Background: an optimization exercise with open tools, aiming at small area, a short achievable clock period and few clock cycles. Do not read the settings as production practice.
Where RTL was checked, it was by simulation tests only, not by an equivalence proof against the original.
Only the layout flow was run in run 5; the RTL was not checked for function there.

--- design.v ---
package mtt_pkg;
    localparam logic [1:0] KIND_OTHER = 2'd0;
    localparam logic [1:0] KIND_NOTE  = 2'd1;
    localparam logic [1:0] KIND_CC    = 2'd2;
    localparam logic [6:0] PEDAL_CONTROLLER = 7'd64;
    localparam logic [6:0] PEDAL_PRESSED    = 7'd127;
    localparam logic [1:0] USE_IGNORED = 2'd0;
    localparam logic [1:0] USE_FIRST   = 2'd1;
    localparam logic [1:0] USE_NOTE    = 2'd2;
    localparam logic [1:0] USE_PEDAL   = 2'd3;
    localparam logic [2:0] REG_MIN_GAP     = 3'd0;
    localparam logic [2:0] REG_LOWER       = 3'd1;
    localparam logic [2:0] REG_UPPER       = 3'd2;
    localparam logic [2:0] REG_NOTE_LIMIT  = 3'd3;
    localparam logic [2:0] REG_PEDAL_LIMIT = 3'd4;
    typedef struct packed {
        logic start;
        logic busy;
        logic done;
    } div_ctl_t;
endpackage
module mtt_div #(
    parameter int DB = 16
) (
    input  logic [DB-1:0] r_in,
    input  logic [1:0]    bits,
    input  logic [DB-1:0] divisor,
    input  logic [DB+1:0] divisor3,
    output logic [1:0]    q,
    output logic [DB-1:0] r_out
);
    logic [DB+1:0] s, d1, d2, d3;
    logic          ge1, ge2, ge3;
    assign s = {r_in, bits};
    mtt_add #(.W(DB + 2)) u_d1 (.a(s), .b(~{2'b00, divisor}), .ci(1'b1), .s(d1), .co(ge1));
    mtt_add #(.W(DB + 2)) u_d2 (.a(s), .b(~{1'b0, divisor, 1'b0}), .ci(1'b1), .s(d2), .co(ge2));
    mtt_add #(.W(DB + 2)) u_d3 (.a(s), .b(~divisor3), .ci(1'b1), .s(d3), .co(ge3));
    always_comb
    begin
        if (ge3)
        begin
            q     = 2'd3;
            r_out = d3[DB-1:0];
        end
        else if (ge2)
        begin
            q     = 2'd2;
            r_out = d2[DB-1:0];
        end
        else if (ge1)
        begin
            q     = 2'd1;
            r_out = d1[DB-1:0];
        end
        else
        begin
            q     = 2'd0;
            r_out = s[DB-1:0];
        end
    end
endmodule
module mtt_add #(
    parameter int W = 8
) (
    input  logic [W-1:0] a,
    input  logic [W-1:0] b,
    input  logic         ci,
    output logic [W-1:0] s,
    output logic         co
);
    always_comb
    begin
        logic [W:0] g, p;
        g[0] = ci;
        p[0] = 1'b0;
        g[W:1] = a & b;
        p[W:1] = a ^ b;
        for (int d = 1; d <= W; d = d * 2)
            for (int i = 2 * d - 1; i <= W; i += 2 * d)
            begin
                g[i] = g[i] | (p[i] & g[i-d]);
                p[i] = p[i] & p[i-d];
            end
        for (int d = (1 << $clog2(W + 1)) / 2; d >= 1; d = d / 2)
            for (int i = 3 * d - 1; i <= W; i += 2 * d)
            begin
                g[i] = g[i] | (p[i] & g[i-d]);
                p[i] = p[i] & p[i-d];
            end
        s  = (a ^ b) ^ g[W-1:0];
        co = g[W];
    end
endmodule
module mtt_csa #(
    parameter int W = 8
) (
    input  logic [W-1:0] a,
    input  logic [W-1:0] b,
    input  logic [W-1:0] c,
    output logic [W-1:0] s,
    output logic [W-1:0] cy
);
    assign s  = a ^ b ^ c;
    assign cy = {(a[W-2:0] & b[W-2:0]) | (c[W-2:0] & (a[W-2:0] ^ b[W-2:0])), 1'b0};
endmodule
module midi_tempo_tracker #(
    parameter int TIME_BITS      = 24,
    parameter int COUNT_BITS     = 16,
    parameter int FOLD_MIN_COUNT = 8
) (
    input  logic                  clk,
    input  logic                  rst_n,
    input  logic                  in_valid,
    output logic                  in_stall,
    input  logic [1:0]            event_kind,
    input  logic [6:0]            controller,
    input  logic [6:0]            ctrl_value,
    input  logic [TIME_BITS-1:0]  delta_time,
    output logic                  out_valid,
    input  logic                  out_stall,
    output logic [TIME_BITS-1:0]  note_period,
    output logic [TIME_BITS-1:0]  pedal_period,
    output logic [COUNT_BITS-1:0] note_count,
    output logic [1:0]            event_use,
    input  logic                  cfg_valid,
    output logic                  cfg_ready,
    input  logic [2:0]            cfg_index,
    input  logic [23:0]           cfg_data
);
    localparam int TB = 24;
    localparam int CB = 16;
    localparam int SB = 40;
    localparam int PW = 36;                  
    localparam int NB = 2;                   
    localparam int NC = SB / NB;             
    localparam int QC = TB / NB;             
    localparam int XW = CB + NB;             
    localparam int KW = 27;                  
    localparam int JW = $clog2(NC + 1);      
    localparam logic [TB-1:0] TMAX = {TB{1'b1}};
    localparam logic [CB-1:0] CMAX = {CB{1'b1}};
    localparam logic [SB-1:0] SMAX = {SB{1'b1}};
    localparam logic [3:0] S_IDLE = 4'd0;
    localparam logic [3:0] S_D    = 4'd1;    
    localparam logic [3:0] S_P    = 4'd2;    
    localparam logic [3:0] S_S0   = 4'd3;    
    localparam logic [3:0] S_SK   = 4'd4;    
    localparam logic [3:0] S_SF   = 4'd5;    
    localparam logic [3:0] S_PP   = 4'd6;    
    localparam logic [3:0] S_F    = 4'd7;    
    localparam logic [3:0] S_M1   = 4'd8;    
    localparam logic [3:0] S_M2   = 4'd9;
    localparam logic [3:0] S_M3   = 4'd10;
    logic [3:0] st_reg;
    logic [TB-1:0] min_gap_reg;
    logic [11:0]   lo_reg, hi_reg;
    logic [7:0]    nlim_reg, plim_reg;
    logic          ib_valid_reg, ib_note_reg, ib_pedal_reg;
    logic [TB-1:0] ib_delta_reg;
    logic          fnote_reg, fpedal_reg;
    logic [TB-1:0] ngap_reg, pgap_reg;
    logic [SB-1:0] ntot_reg, ptot_reg;
    logic [CB-1:0] nent_reg, pent_reg;
    logic [TB-1:0] rec0_reg, rec1_reg, rec2_reg, half_reg;
    logic [TB-1:0] nmean_reg, pmean_reg;      
    logic [CB-1:0] nrem_reg, prem_reg;        
    logic          nbig_reg, pbig_reg;        
    logic [7:0]    nmiss_reg, pmiss_reg;
    logic [PW-1:0] nlo_reg, nhi_reg, plo_reg, phi_reg;   
    logic          kd_reg;        
    logic          fchk_reg;      
    logic          tadd_reg;      
    logic [TB-1:0] v_reg;         
    logic [XW-1:0] x_reg;         
    logic          xbad_reg;      
    logic          xsat_reg;      
    logic [KW-XW-1:0] xhi_reg;    
    logic [2*NB-1:0]  xlo_reg;    
    logic signed [NB:0] m_reg;    
    logic [CB-1:0] cdiv_reg;      
    logic [CB+1:0] c3_reg;        
    logic [JW-1:0] j_reg;
    logic          pfirst_reg;
    logic          dirty_n_reg, dirty_p_reg;
    logic          ov_reg;
    logic          owe_reg;       
    logic [1:0]    use_reg;
    logic [TB:0]   nsum_w, psum_w, hsum_w;
    logic [TB-1:0] nsum, psum, hsum;
    mtt_add #(.W(TB)) u_nsum (.a(ngap_reg), .b(ib_delta_reg), .ci(1'b0),
                              .s(nsum_w[TB-1:0]), .co(nsum_w[TB]));
    mtt_add #(.W(TB)) u_psum (.a(pgap_reg), .b(ib_delta_reg), .ci(1'b0),
                              .s(psum_w[TB-1:0]), .co(psum_w[TB]));
    assign nsum = fnote_reg ? ngap_reg : (nsum_w[TB] ? TMAX : nsum_w[TB-1:0]);
    assign psum = fpedal_reg ? pgap_reg : (psum_w[TB] ? TMAX : psum_w[TB-1:0]);
    mtt_add #(.W(TB)) u_hsum (.a(half_reg), .b(nsum), .ci(1'b0),
                              .s(hsum_w[TB-1:0]), .co(hsum_w[TB]));
    assign hsum = hsum_w[TB] ? TMAX : hsum_w[TB-1:0];
    logic [TB-1:0]   d;
    logic [PW-9:0]   wlo, whi, d1x, d2x;
    logic            whz;
    logic            w1l, w1hn, w2l, w2hn;
    logic            w1, w2, nempty, pempty, empty, direct;
    assign d   = ib_note_reg ? nsum : psum;
    assign wlo = ib_note_reg ? nlo_reg[PW-1:8] : plo_reg[PW-1:8];
    assign whi = ib_note_reg ? nhi_reg[PW-1:8] : phi_reg[PW-1:8];
    assign whz = ib_note_reg ? (nhi_reg[7:0] != '0) : (phi_reg[7:0] != '0);
    assign d1x = (PW-8)'(d);
    assign d2x = (PW-8)'({d, 1'b0});
    mtt_add #(.W(PW-8)) u_w1l (.a(d1x), .b(~wlo), .ci(1'b0), .s(), .co(w1l));
    mtt_add #(.W(PW-7)) u_w1h (.a({d1x, 1'b0}), .b(~{whi, whz}), .ci(1'b1), .s(), .co(w1hn));
    mtt_add #(.W(PW-8)) u_w2l (.a(d2x), .b(~wlo), .ci(1'b0), .s(), .co(w2l));
    mtt_add #(.W(PW-7)) u_w2h (.a({d2x, 1'b0}), .b(~{whi, whz}), .ci(1'b1), .s(), .co(w2hn));
    assign w1     = w1l && !w1hn;
    assign w2     = w2l && !w2hn;
    assign nempty = (nent_reg == '0);
    assign pempty = (pent_reg == '0);
    assign empty  = ib_note_reg ? nempty : pempty;
    assign direct = empty || w1;
    logic gap_ok;
    mtt_add #(.W(TB)) u_mgap (.a(nsum), .b(~min_gap_reg), .ci(1'b0), .s(), .co(gap_ok));
    logic c_fn, c_fp, c_jn, c_jp;
    logic n_push, n_half, p_push;
    assign c_fn   = fnote_reg && ib_note_reg;
    assign c_fp   = !c_fn && fpedal_reg && ib_pedal_reg;
    assign c_jn   = !c_fn && !c_fp && ib_note_reg && gap_ok;
    assign c_jp   = !c_fn && !c_fp && ib_pedal_reg;
    assign n_push = c_jn && (direct || (w2 && half_reg != '0));
    assign n_half = c_jn && !direct && w2 && (half_reg == '0);
    assign p_push = c_jp && direct;
    logic [TB-1:0] v;
    logic [CB-1:0] csel, cinc, csum;
    logic          cinc_co;
    logic [CB+1:0] c3sum;
    logic          fastok;
    assign v    = (ib_note_reg && !direct) ? hsum : d;
    assign csel = ib_note_reg ? nent_reg : pent_reg;
    mtt_add #(.W(CB)) u_cinc (.a(csel), .b('0), .ci(1'b1), .s(cinc), .co(cinc_co));
    assign csum = cinc_co ? CMAX : cinc;
    mtt_add #(.W(CB+2)) u_c3 (.a({2'b00, csum}), .b({1'b0, csum, 1'b0}), .ci(1'b0),
                              .s(c3sum), .co());
    assign fastok = !(ib_note_reg ? nbig_reg : pbig_reg) && (csel != '0) && !cinc_co;
    logic [KW-1:0] xr, xq, xg, xdl, xcnt, xhh;
    logic [KW-1:0] xs1, xc1, xs2, xc2, xs3, xc3, xs4, xc4, xd, xh, xfast;
    logic          dsat, hsat, xdbad, xhbad, xbad_w, xsat_w;
    assign xr   = KW'(ib_note_reg ? nrem_reg : prem_reg);
    assign xq   = ~(KW'(ib_note_reg ? nmean_reg : pmean_reg));
    assign xg   = KW'(ib_note_reg ? ngap_reg : pgap_reg);
    assign xdl  = KW'(ib_delta_reg);
    assign xcnt = KW'(cinc) << 1;
    assign xhh  = KW'(half_reg);
    mtt_csa #(.W(KW)) u_xt1 (.a(xr), .b(xq), .c(xg), .s(xs1), .cy(xc1));
    mtt_csa #(.W(KW)) u_xt2 (.a(xs1), .b(xc1), .c(xdl), .s(xs2), .cy(xc2));
    mtt_csa #(.W(KW)) u_xt3 (.a(xs2), .b(xc2), .c(xcnt), .s(xs3), .cy(xc3));
    mtt_add #(.W(KW)) u_xd (.a(xs3), .b(xc3), .ci(1'b1), .s(xd), .co());
    mtt_csa #(.W(KW)) u_xt4 (.a(xs3), .b(xc3), .c(xhh), .s(xs4), .cy(xc4));
    mtt_add #(.W(KW)) u_xh (.a(xs4), .b(xc4), .ci(1'b1), .s(xh), .co());
    assign dsat   = ib_note_reg ? nsum_w[TB] : psum_w[TB];
    assign hsat   = nsum_w[TB] || hsum_w[TB];
    assign xdbad  = (xd[KW-1:XW] != '0) || dsat;
    assign xhbad  = (xh[KW-1:XW] != '0) || hsat;
    assign xfast  = (ib_note_reg && !direct) ? xh : xd;
    assign xbad_w = (ib_note_reg && !direct) ? xhbad : xdbad;
    assign xsat_w = (ib_note_reg && !direct) ? hsat : dsat;
    logic [7:0] miss_sel;
    logic [8:0] miss_inc;
    assign miss_sel = ib_note_reg ? nmiss_reg : pmiss_reg;
    assign miss_inc = {1'b0, miss_sel} + 9'd1;
    logic [SB-1:0] tk;
    logic [TB-1:0] qk;
    logic          bk;
    logic [PW-1:0] plk, phk;
    assign tk  = kd_reg ? ptot_reg : ntot_reg;
    assign qk  = kd_reg ? pmean_reg : nmean_reg;
    assign bk  = kd_reg ? pbig_reg : nbig_reg;
    assign plk = kd_reg ? plo_reg : nlo_reg;
    assign phk = kd_reg ? phi_reg : nhi_reg;
    logic          fold_sub;
    logic [SB:0]   ta_w;
    logic [SB-1:0] ta, ta_a, ta_b;
    assign fold_sub = (st_reg == S_F);
    assign ta_a = fold_sub ? ntot_reg : tk;
    assign ta_b = fold_sub ? ~(SB'(rec0_reg)) : SB'(tadd_reg ? v_reg : '0);
    mtt_add #(.W(SB)) u_ta (.a(ta_a), .b(ta_b), .ci(fold_sub),
                            .s(ta_w[SB-1:0]), .co(ta_w[SB]));
    assign ta = fold_sub ? (ta_w[SB] ? ta_w[SB-1:0] : '0)
                         : (ta_w[SB] ? SMAX : ta_w[SB-1:0]);
    logic [NB-1:0] dq;
    logic [CB-1:0] dr;
    mtt_div #(.DB(CB)) u_div (
        .r_in(x_reg[XW-1:NB]), .bits(x_reg[NB-1:0]), .divisor(cdiv_reg),
        .divisor3(c3_reg), .q(dq), .r_out(dr));
    logic xge, dbad;
    mtt_add #(.W(CB)) u_dbad (.a(x_reg[XW-1:NB]), .b(~cdiv_reg), .ci(1'b1), .s(), .co(xge));
    assign dbad = xbad_reg || xge;
    logic [KW-1:0] x1, x3, x3s, x3c, c32, c2n;
    assign x1  = {xhi_reg, x_reg};
    assign c32 = KW'(cdiv_reg) << 5;
    assign c2n = ~(KW'(cdiv_reg) << 1);
    mtt_csa #(.W(KW)) u_x3csa (.a(x1), .b(c32), .c(c2n), .s(x3s), .cy(x3c));
    mtt_add #(.W(KW)) u_x3 (.a(x3s), .b(x3c), .ci(1'b1), .s(x3), .co());
    logic [JW-1:0] ttop;
    logic [NB-1:0] tnib_next, tnib_top;
    always_comb
    begin
        tnib_next = '0;
        ttop      = '0;
        for (int i = 0; i < NC; i++)
        begin
            if (JW'(i) + JW'(1) == j_reg)
                tnib_next = ta[NB*i +: NB];
            if (ta[NB*i +: NB] != '0)
                ttop = JW'(i);
        end
        tnib_top = '0;
        for (int i = 0; i < NC; i++)
            if (JW'(i) == ttop)
                tnib_top = ta[NB*i +: NB];
    end
    logic              corr;        
    logic signed [NB:0] msel;
    logic [2:0]        msh;
    logic [NB-1:0]     qnib;
    logic [PW-1:0]     pbase_l, pbase_h, ladd, hadd, plnext, phnext;
    logic [TB-1:0]     qadd, qm;
    assign corr = (st_reg == S_D) || (st_reg == S_M1) || (st_reg == S_M2) ||
                  (st_reg == S_M3);
    always_comb
    begin
        qnib = '0;
        for (int i = 0; i < QC; i++)
            if (JW'(i) + JW'(1) == j_reg)
                qnib = qk[NB*i +: NB];
        if (st_reg == S_D || st_reg == S_M1)
            msel = {~dq[NB-1], ~dq[NB-1], dq[NB-2:0]};
        else if (st_reg == S_M2 || st_reg == S_M3)
            msel = {1'b0, dq};
        else
            msel = m_reg;
        if (st_reg == S_M1)
            msh = 3'd4;
        else if (st_reg == S_M2)
            msh = 3'd2;
        else
            msh = 3'd0;
    end
    logic [PW-1:0] ls1, ls2, ls3, hs1, hs2, hs3;
    logic [13:0]   lo3, hi3;
    logic          mneg;
    mtt_add #(.W(14)) u_lo3 (.a({2'b00, lo_reg}), .b({1'b0, lo_reg, 1'b0}), .ci(1'b0),
                             .s(lo3), .co());
    mtt_add #(.W(14)) u_hi3 (.a({2'b00, hi_reg}), .b({1'b0, hi_reg, 1'b0}), .ci(1'b0),
                             .s(hi3), .co());
    assign ls1 = PW'(lo_reg) << msh;
    assign ls2 = PW'(lo_reg) << (msh + 3'd1);
    assign ls3 = PW'(lo3) << msh;
    assign hs1 = PW'(hi_reg) << msh;
    assign hs2 = PW'(hi_reg) << (msh + 3'd1);
    assign hs3 = PW'(hi3) << msh;
    assign mneg = msel[NB];
    always_comb
    begin
        case (msel)
            3'sd1:   begin ladd = ls1;  hadd = hs1;  end
            3'sd2:   begin ladd = ls2;  hadd = hs2;  end
            3'sd3:   begin ladd = ls3;  hadd = hs3;  end
            -3'sd1:  begin ladd = ~ls1; hadd = ~hs1; end
            -3'sd2:  begin ladd = ~ls2; hadd = ~hs2; end
            default: begin ladd = '0;   hadd = '0;   end
        endcase
    end
    assign pbase_l = corr ? plk : plk << NB;
    assign pbase_h = corr ? phk : phk << NB;
    mtt_add #(.W(PW)) u_pl (.a(pbase_l), .b(ladd), .ci(mneg), .s(plnext), .co());
    mtt_add #(.W(PW)) u_ph (.a(pbase_h), .b(hadd), .ci(mneg), .s(phnext), .co());
    assign qm = {{(TB-NB-1){msel[NB]}}, msel} << msh;
    mtt_add #(.W(TB)) u_qadd (.a(qk), .b(qm), .ci(1'b0), .s(qadd), .co());
    logic          fgl, fghn, fold;
    logic [PW-6:0] mpx;
    assign mpx = (PW-5)'(pmean_reg);
    mtt_add #(.W(PW-5)) u_fl (.a(mpx), .b(~nlo_reg[PW-1:5]), .ci(1'b0), .s(), .co(fgl));
    mtt_add #(.W(PW-4)) u_fh (.a({mpx, 1'b0}), .b(~{nhi_reg[PW-1:5], (nhi_reg[4:0] != '0)}),
                              .ci(1'b1), .s(), .co(fghn));
    assign fold = (st_reg == S_P) && !kd_reg && fchk_reg &&
                  (nent_reg > CB'(FOLD_MIN_COUNT)) && fgl && !fghn;
    logic [TB:0] fsum_w;
    mtt_add #(.W(TB)) u_fsum (.a(nent_reg[0] ? rec2_reg : rec0_reg), .b(rec1_reg), .ci(1'b0),
                              .s(fsum_w[TB-1:0]), .co(fsum_w[TB]));
    logic [CB+1:0] c3half;
    mtt_add #(.W(CB+2)) u_c3h (.a({3'b000, nent_reg[CB-1:1]}), .b({2'b00, nent_reg[CB-1:1], 1'b0}),
                               .ci(1'b0), .s(c3half), .co());
    logic consume, take, go, ov_now;
    assign ov_now    = ov_reg && !fold;
    assign consume   = ((st_reg == S_IDLE) || (st_reg == S_P && !fold)) &&
                       !dirty_n_reg && !dirty_p_reg && !(ov_now && out_stall);
    assign in_stall  = ib_valid_reg && !consume;
    assign take      = in_valid && !in_stall;
    assign go        = consume && ib_valid_reg;
    assign cfg_ready = 1'b1;
    assign out_valid = ov_now;
    always_ff @(posedge clk)
    begin
        if (take)
        begin
            ib_note_reg  <= (event_kind == mtt_pkg::KIND_NOTE);
            ib_pedal_reg <= (event_kind == mtt_pkg::KIND_CC) &&
                            (controller == mtt_pkg::PEDAL_CONTROLLER) &&
                            (ctrl_value == mtt_pkg::PEDAL_PRESSED);
            ib_delta_reg <= delta_time;
        end
        case (st_reg)
            S_IDLE:
            begin
                j_reg <= JW'(QC);
                if (!go && (dirty_n_reg || dirty_p_reg))
                begin
                    kd_reg     <= !dirty_n_reg;
                    fchk_reg   <= 1'b0;
                    pfirst_reg <= 1'b1;
                end
            end
            S_D:
            begin
                tadd_reg <= 1'b0;
                if (!dbad)
                begin
                    if (kd_reg)
                    begin
                        prem_reg <= dr;
                        plo_reg  <= plnext;
                        phi_reg  <= phnext;
                    end
                    else
                    begin
                        nrem_reg <= dr;
                        nlo_reg  <= plnext;
                        nhi_reg  <= phnext;
                    end
                end
                else
                begin
                    x_reg    <= x3[XW+2*NB-1:2*NB];
                    xlo_reg  <= x3[2*NB-1:0];
                    xbad_reg <= (x3[KW-1:XW+2*NB] != '0) || xsat_reg;
                end
            end
            S_M1, S_M2, S_M3:
            begin
                if (kd_reg)
                begin
                    plo_reg <= plnext;
                    phi_reg <= phnext;
                end
                else
                begin
                    nlo_reg <= plnext;
                    nhi_reg <= phnext;
                end
                if (st_reg == S_M1)
                    x_reg <= {dr, xlo_reg[2*NB-1:NB]};
                else if (st_reg == S_M2)
                    x_reg <= {dr, xlo_reg[NB-1:0]};
                else if (kd_reg)
                    prem_reg <= dr;
                else
                    nrem_reg <= dr;
            end
            S_S0:
            begin
                tadd_reg <= 1'b0;
                x_reg    <= {{CB{1'b0}}, tnib_top};
                j_reg    <= ttop;
                m_reg    <= '0;
                if (kd_reg)
                begin
                    pbig_reg <= 1'b0;
                    plo_reg  <= '0;
                    phi_reg  <= '0;
                end
                else
                begin
                    nbig_reg <= 1'b0;
                    nlo_reg  <= '0;
                    nhi_reg  <= '0;
                end
            end
            S_SK:
            begin
                x_reg <= {dr, tnib_next};
                j_reg <= j_reg - JW'(1);
                m_reg <= {1'b0, dq};
                if (kd_reg)
                begin
                    pbig_reg <= pbig_reg || (pmean_reg[TB-1:TB-NB] != '0);
                    plo_reg  <= plnext;
                    phi_reg  <= phnext;
                end
                else
                begin
                    nbig_reg <= nbig_reg || (nmean_reg[TB-1:TB-NB] != '0);
                    nlo_reg  <= plnext;
                    nhi_reg  <= phnext;
                end
                if (j_reg == '0)
                begin
                    if (kd_reg)
                        prem_reg <= dr;
                    else
                        nrem_reg <= dr;
                end
            end
            S_SF:
            begin
                j_reg      <= JW'(QC);
                pfirst_reg <= bk;
                if (kd_reg)
                begin
                    plo_reg <= plnext;
                    phi_reg <= phnext;
                end
                else
                begin
                    nlo_reg <= plnext;
                    nhi_reg <= phnext;
                end
            end
            S_PP:
            begin
                j_reg      <= j_reg - JW'(1);
                m_reg      <= {1'b0, qnib};
                pfirst_reg <= 1'b0;
                if (kd_reg)
                begin
                    plo_reg <= pfirst_reg ? '0 : plnext;
                    phi_reg <= pfirst_reg ? '0 : phnext;
                end
                else
                begin
                    nlo_reg <= pfirst_reg ? '0 : plnext;
                    nhi_reg <= pfirst_reg ? '0 : phnext;
                end
            end
            S_F:
            begin
                cdiv_reg <= nent_reg >> 1;
                c3_reg   <= c3half;
                rec0_reg <= fsum_w[TB] ? TMAX : fsum_w[TB-1:0];
                rec1_reg <= '0;
                rec2_reg <= '0;
                fchk_reg <= 1'b0;
            end
            default: ;
        endcase
        if (go)
        begin
            if (c_fn || c_fp)
                use_reg <= mtt_pkg::USE_FIRST;
            else if (c_jn)
                use_reg <= mtt_pkg::USE_NOTE;
            else if (c_jp)
                use_reg <= mtt_pkg::USE_PEDAL;
            else
                use_reg <= mtt_pkg::USE_IGNORED;
            if (n_push)
            begin
                rec2_reg <= rec1_reg;
                rec1_reg <= rec0_reg;
                rec0_reg <= v;
            end
            if (n_push || p_push)
            begin
                kd_reg   <= c_jp;
                fchk_reg <= c_jn && direct;
                tadd_reg <= 1'b1;
                v_reg    <= v;
                x_reg    <= xfast[XW-1:0];
                xhi_reg  <= xfast[KW-1:XW];
                xbad_reg <= xbad_w;
                xsat_reg <= xsat_w;
                cdiv_reg <= csum;
                c3_reg   <= c3sum;
            end
        end
    end
    always_ff @(posedge clk or negedge rst_n)
    begin
        if (!rst_n)
        begin
            st_reg       <= S_IDLE;
            min_gap_reg  <= '0;
            lo_reg       <= 12'd205;
            hi_reg       <= 12'd307;
            nlim_reg     <= 8'd10;
            plim_reg     <= 8'd2;
            ib_valid_reg <= 1'b0;
            fnote_reg    <= 1'b1;
            fpedal_reg   <= 1'b1;
            ngap_reg     <= '0;
            pgap_reg     <= '0;
            ntot_reg     <= '0;
            ptot_reg     <= '0;
            nent_reg     <= '0;
            pent_reg     <= '0;
            half_reg     <= '0;
            nmean_reg    <= '0;
            pmean_reg    <= '0;
            nmiss_reg    <= '0;
            pmiss_reg    <= '0;
            dirty_n_reg  <= 1'b0;
            dirty_p_reg  <= 1'b0;
            ov_reg       <= 1'b0;
            owe_reg      <= 1'b0;
        end
        else
        begin
            if (ov_now && !out_stall)
                ov_reg <= 1'b0;
            if (take)
                ib_valid_reg <= 1'b1;
            else if (go)
                ib_valid_reg <= 1'b0;
            case (st_reg)
                S_IDLE:
                begin
                    if (!go && dirty_n_reg)
                    begin
                        dirty_n_reg <= 1'b0;
                        st_reg      <= S_PP;
                    end
                    else if (!go && dirty_p_reg)
                    begin
                        dirty_p_reg <= 1'b0;
                        st_reg      <= S_PP;
                    end
                end
                S_D:
                begin
                    if (kd_reg)
                        ptot_reg <= ta;
                    else
                        ntot_reg <= ta;
                    if (dbad)
                        st_reg <= S_M1;
                    else
                    begin
                        if (kd_reg)
                            pmean_reg <= qadd;
                        else
                            nmean_reg <= qadd;
                        ov_reg <= 1'b1;
                        st_reg <= S_P;
                    end
                end
                S_M1:
                begin
                    if (dbad)
                        st_reg <= S_S0;
                    else
                    begin
                        if (kd_reg)
                            pmean_reg <= qadd;
                        else
                            nmean_reg <= qadd;
                        st_reg <= S_M2;
                    end
                end
                S_M2, S_M3:
                begin
                    if (kd_reg)
                        pmean_reg <= qadd;
                    else
                        nmean_reg <= qadd;
                    if (st_reg == S_M2)
                        st_reg <= S_M3;
                    else
                    begin
                        ov_reg <= 1'b1;
                        st_reg <= S_P;
                    end
                end
                S_P:
                begin
                    if (fold)
                    begin
                        ov_reg <= 1'b0;
                        st_reg <= S_F;
                    end
                    else
                    begin
                        owe_reg <= 1'b0;
                        st_reg  <= S_IDLE;
                    end
                end
                S_S0:
                begin
                    if (kd_reg)
                    begin
                        ptot_reg  <= ta;
                        pmean_reg <= '0;
                    end
                    else
                    begin
                        ntot_reg  <= ta;
                        nmean_reg <= '0;
                    end
                    st_reg <= S_SK;
                end
                S_SK:
                begin
                    if (kd_reg)
                        pmean_reg <= {pmean_reg[TB-NB-1:0], dq};
                    else
                        nmean_reg <= {nmean_reg[TB-NB-1:0], dq};
                    if (j_reg == '0)
                        st_reg <= S_SF;
                end
                S_SF:
                begin
                    if (bk)
                        st_reg <= S_PP;
                    else
                    begin
                        ov_reg <= owe_reg;
                        st_reg <= S_P;
                    end
                end
                S_PP:
                begin
                    if (!pfirst_reg && j_reg == '0)
                    begin
                        ov_reg <= owe_reg;
                        st_reg <= S_P;
                    end
                end
                S_F:
                begin
                    if (nent_reg[0])
                        ntot_reg <= ta;
                    nent_reg <= nent_reg >> 1;
                    st_reg   <= S_S0;
                end
                default:
                    st_reg <= S_IDLE;
            endcase
            if (go)
            begin
                ov_reg <= 1'b1;
                if (c_fn)
                    fnote_reg <= 1'b0;
                else if (c_fp)
                    fpedal_reg <= 1'b0;
                else
                begin
                    ngap_reg <= nsum;
                    pgap_reg <= psum;
                    if (c_jn)
                    begin
                        ngap_reg <= '0;
                        if (n_push)
                        begin
                            nent_reg  <= csum;
                            nmiss_reg <= '0;
                            if (!direct)
                                half_reg <= '0;
                        end
                        else if (n_half)
                            half_reg <= nsum;
                        else if (miss_inc > {1'b0, nlim_reg})
                        begin
                            nent_reg  <= '0;
                            ntot_reg  <= '0;
                            nmean_reg <= '0;
                            nmiss_reg <= '0;
                        end
                        else
                            nmiss_reg <= miss_inc[7:0];
                    end
                    else if (c_jp)
                    begin
                        pgap_reg <= '0;
                        if (p_push)
                        begin
                            pent_reg  <= csum;
                            pmiss_reg <= '0;
                        end
                        else if (miss_inc > {1'b0, plim_reg})
                        begin
                            pent_reg  <= '0;
                            ptot_reg  <= '0;
                            pmean_reg <= '0;
                            pmiss_reg <= '0;
                        end
                        else
                            pmiss_reg <= miss_inc[7:0];
                    end
                end
                if (n_push || p_push)
                begin
                    ov_reg  <= 1'b0;
                    owe_reg <= 1'b1;
                    st_reg  <= fastok ? S_D : S_S0;
                end
            end
            if (cfg_valid)
            begin
                case (cfg_index)
                    mtt_pkg::REG_MIN_GAP:     min_gap_reg <= TB'(cfg_data);
                    mtt_pkg::REG_LOWER:       lo_reg      <= cfg_data[11:0];
                    mtt_pkg::REG_UPPER:       hi_reg      <= cfg_data[11:0];
                    mtt_pkg::REG_NOTE_LIMIT:  nlim_reg    <= cfg_data[7:0];
                    mtt_pkg::REG_PEDAL_LIMIT: plim_reg    <= cfg_data[7:0];
                    default: ;
                endcase
                if (cfg_index == mtt_pkg::REG_LOWER || cfg_index == mtt_pkg::REG_UPPER)
                begin
                    dirty_n_reg <= 1'b1;
                    dirty_p_reg <= 1'b1;
                    st_reg      <= S_IDLE;
                end
            end
        end
    end
    assign note_period  = nmean_reg;
    assign pedal_period = pmean_reg;
    assign note_count   = nent_reg;
    assign event_use    = use_reg;
endmodule
--- run.sh ---
#!/bin/bash
# synth_recipe.tcl (not shown) runs the flow's synth.tcl, then flattens the netlist and writes it again
# the make line also repeats each setting of config.mk as NAME=value (left out here)
make -C /OpenROAD-flow-scripts/flow DESIGN_CONFIG=/design/flow/config.mk WORK_HOME=/design/flow/orfs CLKGATE_MAP_FILE= SYNTH_SCRIPT=/design/flow/synth_recipe.tcl finish
--- config.mk ---
export PLATFORM = sky130hd
export DESIGN_NAME = midi_tempo_tracker
export DESIGN_NICKNAME = midi_tempo_tracker
export VERILOG_FILES = /design/flow/design.v
export SDC_FILE = /design/flow/constraint.sdc
export NUM_CORES = 4
export LEC_CHECK = 0
export ABC_AREA = 1
export CAP_MARGIN = 5
export CORE_MARGIN = 2
export CORE_UTILIZATION = 60
export SLEW_MARGIN = 5
--- constraint.sdc ---
create_clock -name core_clock -period 10.0 [get_ports {clk}]
set_input_delay 2.0000 -clock core_clock [delete_from_list [all_inputs] [get_ports {clk}]]
set_output_delay 2.0000 -clock core_clock [all_outputs]
set_load 0.01 [all_outputs]
==> run_results.csv, run 1 <==
group,metric,value,unit
yosys,yosys_warnings,13,
layout,nFillCells,8643,
clocking,root_buffer,"clkbuf_16",
critical_path,crit_path_top_delay_cell,"fa_1",
status,outcome,"timing/DRC/antenna clean",
worst_hold_path,hp-class,"register to register",
layout,final_util,0.666,
sta,skew,0.0428,ns
die,die_w,322,microns
critical_path,slowest_delay,0.56,ns
die,rows,116,
layout,layout-drive-gt1-share,0.0577,
layout,final_nets,8716,
global_route,grt_max_degree,159,
sta,worst_pin_slew,1.36,ns
clocking,cts.sinks,703,
clocking,numCtsBuffers,84,
detailed_routing,via_per_inst,6.17,
detailed_routing,drt_wl_total,212,mm
sta,maxSlewHeadroom,0.0866,
global_route,antenna_found_initial,4,
critical_path,critPathTopFamily,"compound AO/OA/AOI/OAI gates",
die,dieArea,0.104,sq mm
clocking,clk_latency,0.70,ns
run,max_cap_viol_count,0,
global_route,busiest_layer,"met2",
yosys,synth-edff-count,252,
critical_path,worst_setup_path_end_kind,"register",
yosys,syn_inst,7690,
critical_path,crit_fanout,8,
sta,finalSetupViolations,0,
detailed_routing,vias,56500,
global_route,grt_use_met2,0.616,
die,die-height,322,microns
clocking,cts.clk_slew.worst_paths,0.06,ns
global_route,grt_overflow,0,
placed_design,dp_hpwl,161,mm
detailed_routing,wire_per_inst,23.1,microns
sta,slew_viol_final,0,
sta,fin_crit,9.24,ns
layout,area.growth.synth_to_final,9.82,%
critical_path,path_class,"register to register",
sta,rsz0062_at_grt,"no",
yosys,ys_dominant_reg_cell,"dfrtp_1",
die,start_util,0.606,
detailed_routing,drt_pre_antenna_iters,7,
clocking,clk_path_buf_depth,3,
critical_path,crit_top_cell,"nand2_1",
critical_path,crit_buf_inv,6,
layout,seq_area,0.0182,sq mm
layout,post-route-cell-area,0.0668,sq mm
placed_design,pre_cts_ws,0.494,ns
detailed_routing,drt_iter0_drc,6668,
sta,fin_crit_sh,0.924,
yosys,synth_area_per_cell,7.91,sq um
sta,hold_viol,0,
clocking,htreeDepth,3,
detailed_routing,ant_nets,0,
global_route,met3_usage,0.0740,
placed_design,port_buffers,139,
critical_path,worstPathRequired,10.33,ns
critical_path,crit_path_start_kind,"register",
sta,fin_tns_setup,0,ns
sta,fin_ws,0.763,ns
yosys,yosysSeqAreaShare,0.300,
die,coreArea,0.100,sq mm
global_route,grt_pass1_vias,53500,
detailed_routing,drc,0,
die,io_pins,141,
yosys,async_flop_share,0.459,
yosys,yosysUniqueCellTypes,79,
global_route,grt_pass1_wl,321,mm
yosys,ys_ff_latch,703,
yosys,syn_area,0.0608,sq mm
clocking,cts_tree,"done",
global_route,track_usage,0.406,
placed_design,place_area,0.0638,sq mm
layout,multiInputGateArea,0.0374,sq mm
placed_design,gp_congestion,1.02,
global_route,grt_use_met1,0.552,
sta,max_freq,0.108,GHz
critical_path,cp_data_arrival_time,9.57,ns
yosys,syn-num-nets,8678,
per-stage QoR:
step                      hold slack [ns]  cells
after global routing                0.497   9157
after global placement              0.454   8996
after detailed placement            0.463   8996
after floorplan                     0.436   7690
final                               0.480   9159
after CTS                           0.483   9154
metal layers:
layer  up-vias  wire, microns
li1      26000              -
met1     27100          85600
met2      2903          92000
met3       497          21900
met4         6          12500
met5         -             46
timing repair:
| action | 4_1_cts | 5_1_grt |
|---|---|---|
| setup endpoints to repair | 0 | 136 |
| hold buffers | 0 | 0 |
| gates resized for setup | 0 | 12 |
| setup buffers | 0 | 1 |
| hold endpoints to repair | 0 | 0 |
synthesized netlist by cell type (all sizes together) (104+ instances only):
master	number	area share
edfxtp	252	0.12
fa	281	0.092
clkbuf	249	0.015
xnor2	104	0.015
inv	1047	0.065
nor2	564	0.036
a21oi	502	0.041
nand3	187	0.016
o22ai	147	0.015
ha	635	0.13
o21ai	874	0.073
nand2	1510	0.094
dfrtp	308	0.13
dfxtp	128	0.042
final timing paths:
path,startpoint,end,slack [ns],cells past startpoint
worst min register to register,pmiss_reg[5],pmiss_reg[5],0.48,2
worst max register to register,ib_delta_reg[1],v_reg[23],0.76,52
worst min-delay path,pmiss_reg[5],pmiss_reg[5],0.48,2
max in group asynchronous,rst_n,pmean_reg[2],7.19,2
min in group asynchronous,rst_n,nent_reg[6],1.29,1
worst max-delay path,ib_delta_reg[1],v_reg[23],0.76,52
final cells by class:
cell class,instances,area share
antenna,2,0.0000749
clock buffer,116,0.0352
clock inverter,42,0.00899
inverter,1057,0.0596
multi-input combinational,5606,0.560
sequential,703,0.273
tap,1357,0.0254
timing repair buffer,276,0.0372
tightest hold or removal path, cell delays in order, from the launching register on:
cell	delay (ns)
dfrtp_1	0.34
nand2_1	0.05
o21ai_0	0.06
logic make-up (layout without fill, tap and decap cells):
| family | count (synthesis) | after routing | synth area share |
|---|---|---|---|
| simple gates | 2474 | 2475 | 0.167 |
| flops | 703 | 703 | 0.300 |
| compound gates | 1988 | 1988 | 0.189 |
| fa+ha+maj | 916 | 916 | 0.223 |
| other cells | 1 | 3 | 0.0000617 |
| xor+xnor | 175 | 175 | 0.0252 |
| buf+inv | 1382 | 1491 | 0.0872 |
| mux | 51 | 51 | 0.00847 |
cells in the final DEF, fill, tap and decap left out, types with 62 or more instances in the layout:
cell type	n
nand2_1	1482
inv_1	1011
o21ai_0	820
ha_1	635
nor2_1	535
a21oi_1	501
dfrtp_1	308
fa_1	281
edfxtp_1	252
nand3_1	184
o22ai_1	146
clkdlybuf4s50_1	138
buf_4	132
dfxtp_1	126
xnor2_1	104
nor3_1	87
clkbuf_16	85
xor2_1	71
nand4_1	64
o21bai_1	62
Testbench counts, summed over its fixed seeds: cycles 9,095.
==> run 2, diff against run 1 <==
--- a/config.mk
+++ b/config.mk
@@ -10,3 +10,3 @@
 export CORE_MARGIN = 2
-export CORE_UTILIZATION = 60
+export CORE_UTILIZATION = 65
 export SLEW_MARGIN = 5
==> run 2 against run 1 <==
Effect of this change: non-clock buffer count fell by 5; sequential share of layout area up 0.081 points; global-route usage is 3.2 points higher; worst hold slack got worse by 0.0023 ns; register-to-register slack worse by 0.05 ns; wire length decreased by 0.30%; sequential cell count unchanged; via count up 0.92%; synthesized area unchanged; critical path type unchanged.
==> run_results.csv, run 2 <==
group,metric,value,unit
yosys,syn_inst,7690,
sta,slew_viol_final,0,
global_route,grt_pass1_wl,318,mm
sta,fin_ws,0.709,ns
detailed_routing,highest_layer,"met5",
placed_design,gp_congestion,1.03,
clocking,numCtsBuffers,85,
global_route,grt_pass1_vias,53800,
die,rows,112,
yosys,yosys_warnings,13,
die,die_w,310,microns
detailed_routing,via_per_inst,6.31,
critical_path,crit_top_cell,"nand2_1",
critical_path,worst_setup_path_end_kind,"register",
worst_hold_path,hp-class,"register to register",
die,coreArea,0.0930,sq mm
clocking,clk_latency,0.69,ns
critical_path,worstPathRequired,10.57,ns
clocking,root_buffer,"clkbuf_16",
layout,final_nets,8711,
yosys,async_flop_share,0.459,
detailed_routing,wl_met1,82.2,mm
yosys,yosysSeqAreaShare,0.300,
status,outcome,"timing/DRC/antenna clean",
layout,final_util,0.716,
global_route,track_usage,0.437,
run,max_cap_viol_count,0,
layout,post-route-cell-area,0.0666,sq mm
clocking,clk_path_buf_depth,3,
yosys,syn_area,0.0608,sq mm
detailed_routing,wl_met3,24.4,mm
detailed_routing,drt_wl_total,211,mm
sta,fin_tns_setup,0,ns
yosys,synth.most_common_cell,"nand2_1",
clocking,cts.clk_slew.worst_paths,0.06,ns
yosys,ys_dominant_reg_cell,"dfrtp_1",
clocking,cts.sinks,703,
die,dieArea,0.0960,sq mm
detailed_routing,vias,57100,
die,io_pins,141,
clocking,htreeDepth,3,
placed_design,pre_cts_ws,0.372,ns
detailed_routing,wl_met2,91.1,mm
sta,rsz0062_at_grt,"no",
placed_design,dp_hpwl,159,mm
sta,max_freq,0.108,GHz
yosys,ys_ff_latch,703,
layout,area.growth.synth_to_final,9.48,%
sta,finalSetupViolations,0,
yosys,syn-num-nets,8678,
yosys,synth_area_leaders,"ha_1 (13%), dfrtp_1 (13%), edfxtp_1 (12%)",
yosys,synth_top_cell_by_area,"ha_1",
yosys,yosysUniqueCellTypes,79,
sta,fin_crit,9.29,ns
detailed_routing,ant_nets,0,
global_route,grt_overflow,0,
clocking,postCtsHoldBufs,0,
placed_design,port_buffers,139,
critical_path,path_class,"register to register",
sta,hold_viol,0,
yosys,synth_area_per_cell,7.91,sq um
sta,skew,0.0272,ns
critical_path,cp_data_arrival_time,9.86,ns
global_route,antenna_found_initial,3,
layout,mostFrequentLayoutCells,"nand2_1 (1,483), inv_1 (1,011), o21ai_0 (823)",
critical_path,slowest_delay,0.41,ns
detailed_routing,drc,0,
die,die-height,310,microns
critical_path,crit_path_top_delay_cell,"dfrtp_1",
yosys,synth_common_cells,"nand2_1 (1,486), inv_1 (1,016), o21ai_0 (826)",
sta,worst_pin_slew,1.28,ns
sta,fin_crit_sh,0.929,
yosys,synth-edff-count,252,
critical_path,crit_fanout,36,
detailed_routing,wire_per_inst,23.4,microns
placed_design,place_area,0.0636,sq mm
layout,final_common_cell,"nand2_1",
clocking,cts_tree,"done",
global_route,grt_max_degree,177,
critical_path,crit_path_start_kind,"register",
sta,maxSlewHeadroom,0.124,
detailed_routing,drt_iter0_drc,7488,
detailed_routing,drt_pre_antenna_iters,9,
yosys,synth.top_cell.area_share,0.131,
die,start_util,0.654,
layout,layout-drive-gt1-share,0.0569,
[run 2: critical path: cells and delay by family, from the launching register on]
kind,cells,cell delay [ns]
flip-flops,1,0.41
AO/OA/AOI/OAI,16,3.12
buffers and inverters,7,1.19
adder cells (fa/ha/maj),2,0.46
AND/OR/NAND/NOR,38,4.04
[run 2: repair_timing]
action                     CTS  global route
setup buffers                0             7
gates resized for setup      0            25
setup endpoints to repair    0           127
[run 2: layout make-up]
| class | count | area, sq um |
|---|---|---|
| repair buffers | 271 | 2480 |
| inverters | 1057 | 3980 |
| flip-flops and latches | 703 | 18200 |
| fillers | 7499 | 26500 |
| clock buffers | 119 | 2420 |
| multi-input cells | 5605 | 37500 |
| diodes | 3 | 7.51 |
| clock inverters | 34 | 405 |
| well taps | 1254 | 1570 |
[run 2: cell families (layout without fill, tap and decap cells)]
group	Yosys count	in the layout	synth area share
AND/OR/NAND/NOR	2474	2474	0.167
multiplexers	51	51	0.00847
adder cells (fa/ha/maj)	916	916	0.223
other	1	4	0.0000617
AO/OA/AOI/OAI	1988	1988	0.189
flip-flops	703	703	0.300
XOR/XNOR	175	175	0.0252
buffers and inverters	1382	1481	0.0872
[run 2: per-stage QoR]
stage,instances,hold slack [ns]
after floorplan,7690,0.436
after global placement,8882,0.448
after detailed placement,8882,0.455
after CTS,9035,0.469
after global routing,9043,0.504
final,9046,0.478
[run 2: final timing paths]
check                              from           end  slack [ns]  cells past startpoint
min reg2reg                nmiss_reg[6]  nmiss_reg[6]        0.48                      2
max                           st_reg[2]      x_reg[0]        0.71                     63
min                        nmiss_reg[6]  nmiss_reg[6]        0.48                      2
max reg2reg                   st_reg[2]      x_reg[0]        0.71                     63
min in group asynchronous         rst_n   nent_reg[6]        1.35                      1
max in group asynchronous         rst_n     hi_reg[6]        6.55                      3
[run 2: routing by layer]
metal  track usage  up-vias
met2         0.657     3309
met4         0.252        4
met1         0.584    27100
li1              -    26000
met3        0.0981      602
met5             0        -
==> run 3, diff against run 2 <==
--- a/config.mk
+++ b/config.mk
@@ -7,6 +7,5 @@
 export LEC_CHECK = 0
-export ABC_AREA = 1
-export CAP_MARGIN = 5
+export CAP_MARGIN = 0
 export CORE_MARGIN = 2
-export CORE_UTILIZATION = 65
-export SLEW_MARGIN = 5
+export CORE_UTILIZATION = 60
+export SLEW_MARGIN = 0
==> run 3 against run 2 <==
Effect of this change: wire length rose by 4.3%; synthesized area rose by 2.5%; global-route usage fell by 2.9 points; worst hold slack got worse by 0.027 ns; critical endpoint is now cdiv_reg[0]; largest cell class unchanged.
==> run_results.csv, run 3 <==
group,metric,value,unit
yosys,syn-num-nets,7768,
global_route,grt_pass1_wl,330,mm
global_route,antenna_found_initial,1,
clocking,post_cts_buffers,0,
global_route,grt_max_degree,149,
detailed_routing,drc,0,
layout,mostFrequentLayoutCells,"ha_1 (635), nor2_1 (602), nand2_1 (577)",
yosys,muxShareOfSynthArea,0.0837,
detailed_routing,drt_wl_total,221,mm
critical_path,r2r_setup_slack,0.79,ns
detailed_routing,via_per_inst,6.63,
die,dieArea,0.106,sq mm
worst_hold_path,min_to,"rec2_reg[12]",
run,max_cap_viol_count,0,
yosys,synth_top_family_by_area,"adder cells",
sta,finalSetupViolations,0,
yosys,synth.most_common_cell,"ha_1",
critical_path,crit_path_top_delay_cell,"nor2_1",
clocking,cts_tree,"done",
sta,fin_crit_sh,0.921,
yosys,synth_area_leaders,"ha_1 (13%), dfrtp_1 (12%), edfxtp_1 (12%)",
yosys,synthAdderAreaFrac,0.218,
clocking,cts_resized,0,
detailed_routing,vias,55000,
yosys,synth-edff-count,252,
detailed_routing,drt_pre_antenna_iters,7,
layout,seq_area,0.0182,sq mm
global_route,grt_overflow,0,
yosys,yosysSeqAreaShare,0.292,
layout,post-route-cell-area,0.0688,sq mm
yosys,ys_dominant_reg_cell,"dfrtp_1",
critical_path,crit_buf_inv,5,
layout,layout-drive-gt1-share,0.0894,
yosys,yosys_warnings,13,
yosys,yosys.area_share.simple,0.140,
layout,final_util,0.666,
sta,worst_pin_slew,1.36,ns
critical_path,rr_worst_depth,33,
sta,fin_crit,9.21,ns
worst_hold_path,worstHoldStart,"rec2_reg[12]",
clocking,numCtsBuffers,88,
layout,nFillCells,8613,
placed_design,dp_hpwl,169,mm
global_route,track_usage,0.408,
detailed_routing,drt_iter0_drc,6414,
layout,final_common_cell,"ha_1",
worst_hold_path,hold_depth,2,
die,die-height,326,microns
critical_path,worstReg2RegStart,"ib_delta_reg[1]",
worst_hold_path,hp-class,"register to register",
status,outcome,"timing/DRC/antenna clean",
critical_path,critPathTopFamily,"compound AO/OA/AOI/OAI gates",
sta,maxSlewHeadroom,0.0825,
die,die_w,326,microns
placed_design,gp_congestion,1.01,
layout,area.growth.synth_to_final,10.3,%
die,start_util,0.603,
global_route,grt_pass1_vias,53100,
clocking,htreeDepth,3,
sta,hold_viol,0,
detailed_routing,ant_nets,0,
critical_path,r2r_end,"cdiv_reg[0]",
layout,multiInputGateArea,0.0410,sq mm
sta,fin_tns_setup,0,ns
critical_path,crit_path_start_kind,"register",
sta,max_freq,0.109,GHz
critical_path,crit_fanout,38,
clocking,clk_latency,0.70,ns
placed_design,place_area,0.0657,sq mm
critical_path,slowest_delay,0.56,ns
die,rows,118,
clocking,root_buffer,"clkbuf_16",
detailed_routing,wire_per_inst,26.6,microns
yosys,ys_ff_latch,703,
critical_path,worstPathRequired,10.60,ns
critical_path,path_class,"register to register",
yosys,synth_compound_area_frac,0.181,
sta,slew_viol_final,0,
critical_path,worst_setup_path_end_kind,"register",
yosys,synth_xor_area_frac,0.0305,
yosys,synth_area_per_cell,9.19,sq um
clocking,cts.sinks,703,
yosys,async_flop_share,0.459,
clocking,postCtsHoldBufs,0,
clocking,clk_path_buf_depth,3,
clocking,cts.clk_slew.worst_paths,0.06,ns
yosys,synth_top_cell_by_area,"ha_1",
layout,final_nets,7829,
yosys,synth_common_cells,"ha_1 (635), nor2_1 (606), nand2_1 (579)",
sta,rsz0062_at_grt,"no",
yosys,yosysUniqueCellTypes,99,
yosys,syn_area,0.0623,sq mm
die,io_pins,141,
placed_design,port_buffers,139,
yosys,synth.top_cell.area_share,0.127,
critical_path,cp_data_arrival_time,9.81,ns
critical_path,crit_top_cell,"a21oi_1",
sta,skew,0.0298,ns
yosys,syn_inst,6780,
die,coreArea,0.103,sq mm
-- run 3: changes by cell type after synthesis, moves of 68 or more --
| cell | before | now |
|---|---|---|
| a211oi_1 | 24 | 107 |
| a21o_1 | 42 | 186 |
| inv_1 | 1016 | 537 |
| mux2_2 | 4 | 121 |
| mux2i_1 | 47 | 198 |
| mux4_2 | 0 | 68 |
| nand2_1 | 1486 | 579 |
| nor2b_1 | 0 | 76 |
| o21ai_0 | 826 | 415 |
| o22ai_1 | 146 | 73 |
-- run 3: worst reg2reg max path: cells and delay by family, from the launching register on --
| kind | cells | cell delay, ns |
|---|---|---|
| and+or+nand+nor | 9 | 1.98 |
| buffers and inverters | 5 | 1.34 |
| adders and majority gates | 3 | 1.09 |
| AOI/OAI and AO/OA | 16 | 4.27 |
| DFF | 1 | 0.46 |
-- run 3: worst max-delay path by stage --
| stage | slack (ns) | start | depth (start not counted) | endpoint |
|---|---|---|---|---|
| 2_1_floorplan | 1.49 | ib_note_reg | 33 | xbad_reg |
| 3_3_place_gp | 0.89 | ib_delta_reg[1] | 34 | xbad_reg |
| 4_1_cts | 0.56 | ib_delta_reg[1] | 34 | xbad_reg |
| 3_5_place_dp | 0.69 | ib_delta_reg[1] | 34 | xbad_reg |
| 5_1_grt | 0.1 | ib_delta_reg[1] | 34 | xbad_reg |
| 6_report | 0.79 | ib_delta_reg[1] | 33 | cdiv_reg[0] |
-- run 3: routing by layer --
metal,wire length [microns],part of all wire,track usage,up-vias
met1,87500,0.40,0.552,26900
met4,13900,0.063,0.216,0
met3,22400,0.10,0.0778,613
li1,-,-,-,24600
met2,96700,0.44,0.624,2927
met5,0,0,0,-
-- run 3: cell type report --
class                      instances  area share
clock inverter                    43     0.00859
timing repair buffer             299      0.0396
clock buffer                     121      0.0365
multi-input combinational       5207       0.595
inverter                         542      0.0296
tap                             1380      0.0251
antenna                            3    0.000109
sequential                       703       0.265
-- run 3: stage by stage --
step / cells / hold WS (ns) / setup WS, ns
2_1_floorplan: 6780 / 0.431 / 1.49
3_3_place_gp: 8131 / 0.437 / 0.888
3_5_place_dp: 8131 / 0.445 / 0.694
4_1_cts: 8295 / 0.456 / 0.562
5_1_grt: 8295 / 0.478 / 0.0966
6_report: 8298 / 0.451 / 0.789
-- run 3: kinds of logic after synthesis --
family | count (synthesis)
xor gates and xnor gates | 217
buffers and inverters | 870
and+or+nand+nor | 1893
AOI/OAI and AO/OA | 1769
adders and majority gates | 916
DFF | 703
other | 1
muxes | 411
==> run 4, diff against run 3 <==
--- a/config.mk
+++ b/config.mk
@@ -7,2 +7,3 @@
 export LEC_CHECK = 0
+export ABC_AREA = 1
 export CAP_MARGIN = 0
==> run 4 against run 3 <==
Effect of this change: clock skew increased by 0.015 ns; highest routed layer is now met5; synthesized area decreased by 2.4%; fmax decreased by 0.48%; global-route usage decreased by 0.24 points; via count increased by 2.7%; utilization about the same; count of clock-buffer cells in the layout decreased by 5.
==> run_results.csv, run 4 <==
group,metric,value,unit
yosys,synth_top_cell_by_area,"ha_1",
die,rows,116,
sta,fin_crit_sh,0.926,
clocking,root_buffer,"clkbuf_16",
worst_hold_path,hp-class,"register to register",
detailed_routing,ant_nets,0,
clocking,clk_path_buf_depth,3,
yosys,ys_ff_latch,703,
die,coreArea,0.100,sq mm
global_route,grt_overflow,0,
sta,whs,0.481,ns
critical_path,worstReg2RegStart,"ib_delta_reg[1]",
placed_design,dp.cells,8996,
yosys,syn_area,0.0608,sq mm
yosys,syn_inst,7690,
sta,rsz0062_at_grt,"no",
yosys,syn-num-nets,8678,
detailed_routing,via_per_inst,6.16,
sta,worst_pin_slew,1.37,ns
placed_design,dp_hpwl,161,mm
critical_path,crit_path_start_kind,"register",
critical_path,path_class,"register to register",
global_route,grt_max_degree,159,
layout,mostFrequentLayoutCells,"nand2_1 (1,482), inv_1 (1,011), o21ai_0 (820)",
critical_path,crit_top_cell,"nand2_1",
sta,skew,0.0451,ns
clocking,htreeDepth,3,
global_route,track_usage,0.406,
die,io_pins,141,
sta,fin_crit,9.26,ns
status,outcome,"timing/DRC/antenna clean",
layout,area.growth.synth_to_final,9.80,%
detailed_routing,drt_wl_total,212,mm
die,dieArea,0.104,sq mm
critical_path,worstPathRequired,10.59,ns
global_route,grt_pass1_vias,53500,
detailed_routing,vias,56400,
layout,final_nets,8715,
clocking,cts.clk_slew.worst_paths,0.06,ns
yosys,synth_area_leaders,"ha_1 (13%), dfrtp_1 (13%), edfxtp_1 (12%)",
sta,fin_tns_setup,0,ns
layout,post-route-cell-area,0.0668,sq mm
critical_path,startpoint,"ib_delta_reg[1]",
run,max_cap_viol_count,0,
worst_hold_path,worstHoldStart,"pmiss_reg[5]",
detailed_routing,wire_per_inst,23.1,microns
critical_path,cp_data_arrival_time,9.85,ns
critical_path,slowest_delay,0.59,ns
yosys,synth_area_per_cell,7.91,sq um
sta,max_freq,0.108,GHz
detailed_routing,drt_pre_antenna_iters,6,
critical_path,crit_fanout,57,
clocking,cts.sinks,703,
yosys,synth_common_cells,"nand2_1 (1,486), inv_1 (1,016), o21ai_0 (826)",
global_route,antenna_found_initial,4,
critical_path,crit_path_top_delay_cell,"buf_4",
sta,hold_viol,0,
sta,maxSlewHeadroom,0.0750,
detailed_routing,drt_iter0_drc,6861,
yosys,async_flop_share,0.459,
yosys,ys_dominant_reg_cell,"dfrtp_1",
placed_design,gp_congestion,1.02,
detailed_routing,drc,0,
clocking,clk_latency,0.71,ns
die,die-height,322,microns
yosys,yosysSeqAreaShare,0.300,
placed_design,place_area,0.0638,sq mm
yosys,yosysUniqueCellTypes,79,
clocking,cts_tree,"done",
yosys,synth.top_cell.area_share,0.131,
global_route,grt_pass1_wl,321,mm
yosys,synth-edff-count,252,
layout,layout-drive-gt1-share,0.0576,
die,start_util,0.606,
layout,final_common_cell,"nand2_1",
layout,nFillCells,8641,
yosys,yosys_warnings,13,
clocking,numCtsBuffers,84,
placed_design,port_buffers,139,
layout,layout.cells.non_filler,9157,
yosys,synth.most_common_cell,"nand2_1",
sta,finalSetupViolations,0,
critical_path,worst_setup_path_end_kind,"register",
clocking,postCtsHoldBufs,0,
sta,slew_viol_final,0,
die,die_w,322,microns
run 4: cell types whose count changed in the layout (fill, tap and decap cells not counted), moves of 44 or more:
cell	delta
nand2_1	+905
inv_1	+476
o21ai_0	+406
mux2i_1	-151
a21o_1	-144
mux2_2	-117
a211oi_1	-81
nor2b_1	-76
o22ai_1	+74
mux4_2	-68
nor2_1	-67
nand2b_1	-59
o21a_1	-50
a21oi_1	+44
run 4: logic make-up after synthesis:
family / after synthesis / synth area share
simple gates: 2474 / 0.167
compound gates: 1988 / 0.189
buf+inv: 1382 / 0.0872
fa+ha+maj: 916 / 0.223
flops: 703 / 0.300
xor+xnor: 175 / 0.0252
mux: 51 / 0.00847
other cells: 1 / 0.0000617
run 4: stage by stage:
step,utilization,setup WS [ns]
2_1_floorplan,-,0.926
3_3_place_gp,0.636,0.836
3_5_place_dp,0.636,0.494
4_1_cts,0.665,0.477
5_1_grt,0.666,0.000402
6_report,0.666,0.744
run 4: worst max-delay path, delay by kind of cell (launching register included):
kind / cells / cell delay (ns)
and+or+nand+nor: 27 / 3.16
AOI/OAI and AO/OA: 14 / 2.39
buffers and inverters: 8 / 2.01
adders and majority gates: 3 / 1.06
DFF: 1 / 0.48
run 4: final timing paths:
kind                       slack (ns)  cells after the start            to
max in group asynchronous        7.19                      2  pmean_reg[2]
min reg2reg                      0.48                      2  pmiss_reg[5]
max reg2reg                      0.74                     52  rec1_reg[22]
min                              0.48                      2  pmiss_reg[5]
min in group asynchronous        1.29                      1   nent_reg[8]
max                              0.74                     52  rec1_reg[22]
run 4: area by class of cell:
class	count	area (sq um)	area share
Antenna cell	1	2.50	0.0000375
Clock buffer	116	2350	0.0352
Clock inverter	42	601	0.00899
Inverter	1057	3980	0.0596
Multi-Input combinational cell	5606	37400	0.561
Sequential cell	703	18200	0.273
Tap cell	1357	1700	0.0254
Timing Repair Buffer	275	2480	0.0371
run 4: timing repair:
action                     in CTS  in global routing
resized for setup               0                 12
setup endpoints to repair       0                136
buffers inserted                0                  1
run 4: per-layer routing:
metal	routed length, microns	GRT usage
met5	46	0
met4	12600	0.216
met3	21700	0.0740
met2	91800	0.616
met1	85500	0.552
==> run 5, diff against run 4 <==
--- a/design.v
+++ b/design.v
@@ -34,5 +34,5 @@
     assign s = {r_in, bits};
-    mtt_add #(.W(DB + 2)) u_d1 (.a(s), .b(~{2'b00, divisor}), .ci(1'b1), .s(d1), .co(ge1));
-    mtt_add #(.W(DB + 2)) u_d2 (.a(s), .b(~{1'b0, divisor, 1'b0}), .ci(1'b1), .s(d2), .co(ge2));
-    mtt_add #(.W(DB + 2)) u_d3 (.a(s), .b(~divisor3), .ci(1'b1), .s(d3), .co(ge3));
+    assign {ge1, d1} = {1'b0, s} + {1'b0, ~{2'b00, divisor}} + (DB+3)'(1);
+    assign {ge2, d2} = {1'b0, s} + {1'b0, ~{1'b0, divisor, 1'b0}} + (DB+3)'(1);
+    assign {ge3, d3} = {1'b0, s} + {1'b0, ~divisor3} + (DB+3)'(1);
     always_comb
@@ -373,4 +373,4 @@
     assign pbase_h = corr ? phk : phk << NB;
-    mtt_add #(.W(PW)) u_pl (.a(pbase_l), .b(ladd), .ci(mneg), .s(plnext), .co());
-    mtt_add #(.W(PW)) u_ph (.a(pbase_h), .b(hadd), .ci(mneg), .s(phnext), .co());
+    assign plnext = pbase_l + ladd + PW'(mneg);
+    assign phnext = pbase_h + hadd + PW'(mneg);
     assign qm = {{(TB-NB-1){msel[NB]}}, msel} << msh;
--- a/config.mk
+++ b/config.mk
@@ -7,6 +7,5 @@
 export LEC_CHECK = 0
-export ABC_AREA = 1
-export CAP_MARGIN = 0
+export CAP_MARGIN = 20
 export CORE_MARGIN = 2
 export CORE_UTILIZATION = 60
-export SLEW_MARGIN = 0
+export SLEW_MARGIN = 20
==> run 5 against run 4 <==
Effect of this change: synthesized area rose by 4.2%; sequential cell count did not move; die area rose by 4.1%; worst hold slack worse by 0.023 ns; critical path depth is 18 lower; non-clock buffer count grew 4; clock skew up 0.012 ns; first-iteration DRC count is 0.55% lower; via count up 0.98%; largest cell class unchanged.
==> run_results.csv, run 5 <==
group,metric,value,unit
detailed_routing,ant_nets,0,
clocking,cts.sinks,703,
critical_path,cp_data_arrival_time,9.87,ns
yosys,ys_ff_latch,703,
sta,rsz0062_at_grt,"no",
detailed_routing,drt_wl_total,224,mm
sta,slew_viol_final,0,
clocking,numCtsBuffers,85,
sta,fin_ws,0.731,ns
clocking,clk_path_buf_depth,3,
yosys,syn_area,0.0634,sq mm
sta,worst_pin_slew,1.21,ns
placed_design,port_buffers,139,
critical_path,crit_fanout,27,
sta,fin_crit_sh,0.927,
global_route,track_usage,0.408,
global_route,grt_pass1_wl,335,mm
critical_path,slowest_delay,0.63,ns
detailed_routing,vias,57000,
die,dieArea,0.108,sq mm
clocking,cts_tree,"done",
yosys,yosysUniqueCellTypes,112,
yosys,ys_dominant_reg_cell,"dfrtp_1",
yosys,synth.top_cell.area_share,0.125,
die,die_w,329,microns
clocking,htreeDepth,3,
critical_path,crit_top_cell,"a21o_1",
yosys,synth_area_per_cell,8.92,sq um
worst_hold_path,hp-class,"register to register",
detailed_routing,wire_per_inst,26.1,microns
placed_design,gp_congestion,1.04,
critical_path,crit_path_start_kind,"register",
clocking,post_cts_buffers,0,
die,rows,119,
clocking,root_buffer,"clkbuf_16",
global_route,grt_max_degree,118,
detailed_routing,via_per_inst,6.64,
detailed_routing,drt_pre_antenna_iters,7,
layout,layout-drive-gt1-share,0.0830,
sta,fin_tns_setup,0,ns
yosys,synth_top_cell_by_area,"ha_1",
yosys,async_flop_share,0.459,
critical_path,path_class,"register to register",
layout,final_common_cell,"a21oi_1",
clocking,cts.clk_slew.worst_paths,0.06,ns
yosys,yosys_warnings,12,
die,coreArea,0.105,sq mm
detailed_routing,drc,0,
run,max_cap_viol_count,0,
critical_path,worstPathRequired,10.60,ns
status,outcome,"timing/DRC/antenna clean",
die,start_util,0.604,
sta,hold_viol,0,
sta,maxSlewHeadroom,0.168,
placed_design,dp_hpwl,172,mm
critical_path,worst_setup_path_end_kind,"register",
clocking,clk_latency,0.72,ns
sta,fin_crit,9.27,ns
detailed_routing,drt_iter0_drc,6823,
sta,max_freq,0.108,GHz
sta,finalSetupViolations,0,
critical_path,crit_path_top_delay_cell,"a2111oi_0",
global_route,grt_overflow,0,
die,die-height,329,microns
layout,final_nets,8056,
worst_hold_path,worstHoldStart,"rec2_reg[14]",
yosys,synth_area_leaders,"ha_1 (13%), dfrtp_1 (12%), edfxtp_1 (12%)",
sta,skew,0.0566,ns
clocking,postCtsHoldBufs,0,
clocking,cts_resized,0,
yosys,synth.most_common_cell,"a21oi_1",
global_route,antenna_found_initial,2,
critical_path,worstReg2RegStart,"ib_delta_reg[1]",
yosys,synth-edff-count,252,
layout,area.growth.synth_to_final,9.32,%
yosys,synth_common_cells,"a21oi_1 (641), ha_1 (635), nand2_1 (606)",
placed_design,pre_cts_ws,1.10,ns
yosys,syn-num-nets,8046,
layout,mostFrequentLayoutCells,"a21oi_1 (637), ha_1 (635), nand2_1 (604)",
yosys,syn_inst,7107,
die,io_pins,141,
layout,nFillCells,8807,
yosys,yosysSeqAreaShare,0.288,
global_route,grt_pass1_vias,53900,
critical_path,startpoint,"ib_delta_reg[1]",
-- run 5: per-stage QoR --
step	instance area [sq um]	instances	hold WS, ns	util
2_1_floorplan	63400	7107	0.431	-
3_3_place_gp	66300	8420	0.438	0.632
3_5_place_dp	66300	8420	0.448	0.632
4_1_cts	69200	8580	0.455	0.660
5_1_grt	69300	8582	0.474	0.660
6_report	69300	8583	0.458	0.660
-- run 5: cell type report --
type / count / area, sq um / share of cell area
diodes: 2 / 5.00 / 0.0000722
repair buffers: 279 / 2570 / 0.0371
flip-flops and latches: 703 / 18200 / 0.263
well taps: 1391 / 1740 / 0.0251
clock buffers: 125 / 2510 / 0.0363
multi-input cells: 5468 / 41600 / 0.601
clock inverters: 35 / 424 / 0.00612
inverters: 580 / 2180 / 0.0315
-- run 5: cell families after synthesis --
kind of cell | count (synthesis) | synth area share
adders and majority gates | 867 | 0.199
buffers and inverters | 936 | 0.0585
and+or+nand+nor | 1943 | 0.140
muxes | 380 | 0.0761
other | 1 | 0.0000592
AOI/OAI and AO/OA | 2029 | 0.205
xor gates and xnor gates | 248 | 0.0343
DFF | 703 | 0.288
-- run 5: worst paths after layout --
| kind | endpoint | slack, ns | cells past startpoint |
|---|---|---|---|
| setup reg to reg | c3_reg[0] | 0.73 | 34 |
| hold / removal | rec2_reg[14] | 0.46 | 2 |
| max in group asynchronous | ptot_reg[24] | 6.41 | 3 |
| setup / recovery | c3_reg[0] | 0.73 | 34 |
| min in group asynchronous | nent_reg[8] | 1.29 | 1 |
| hold reg to reg | rec2_reg[14] | 0.46 | 2 |
-- run 5: metal layers --
layer / global-route usage / vias up / share of wire / routed length [microns]
met2: 0.607 / 2991 / 0.43 / 96000
met5: 0 / - / 0 / 0
met3: 0.0864 / 548 / 0.10 / 23200
met4: 0.223 / 0 / 0.064 / 14300
met1: 0.558 / 27800 / 0.40 / 90700
li1: - / 25700 / - / -
-- run 5: critical path: cells and delay by family (launching register included) --
| kind | cells | cell delay, ns |
|---|---|---|
| AND/OR/NAND/NOR | 4 | 1.10 |
| AO/OA/AOI/OAI | 21 | 5.14 |
| multiplexers | 1 | 0.27 |
| adder cells (fa/ha/maj) | 3 | 0.80 |
| buffers and inverters | 5 | 1.30 |
| flip-flops | 1 | 0.49 |

## port drivers added, routing unchanged
The flow's constraints put no driver on any port. The routed layouts listed below were extracted and timed again, unchanged, in two steps. Step 1 sets driving cells, clkbuf_16 on the clock port and buf_2 on the other inputs (assumed; they add their load-dependent delay and slew). Step 2 moves the port delays by t, midway between the first and last clock arrival at a register: inputs arrive t later, outputs are due t later. That takes back most of the time a late clock gives input paths. Three values: ideal ports, drivers, drivers and shift; two values: the first two.
| run | shift t [ns] | setup slack, ns | slew at the worst register clock pin (ns) |
|---|---|---|---|
| run 1 | 0.764 | 0.763 / 0.763 / 0.763 | 0.07 / 0.07 |
| run 2 | 0.748 | 0.709 / 0.709 / 0.709 | 0.07 / 0.07 |
| run 3 | 0.764 | 0.789 / 0.789 / 0.789 | 0.07 / 0.07 |
| run 4 | 0.764 | 0.744 / 0.744 / 0.744 | 0.07 / 0.07 |
| run 5 | 0.766 | 0.731 / 0.731 / 0.731 | 0.07 / 0.07 |
After both steps every run listed still meets setup and hold.
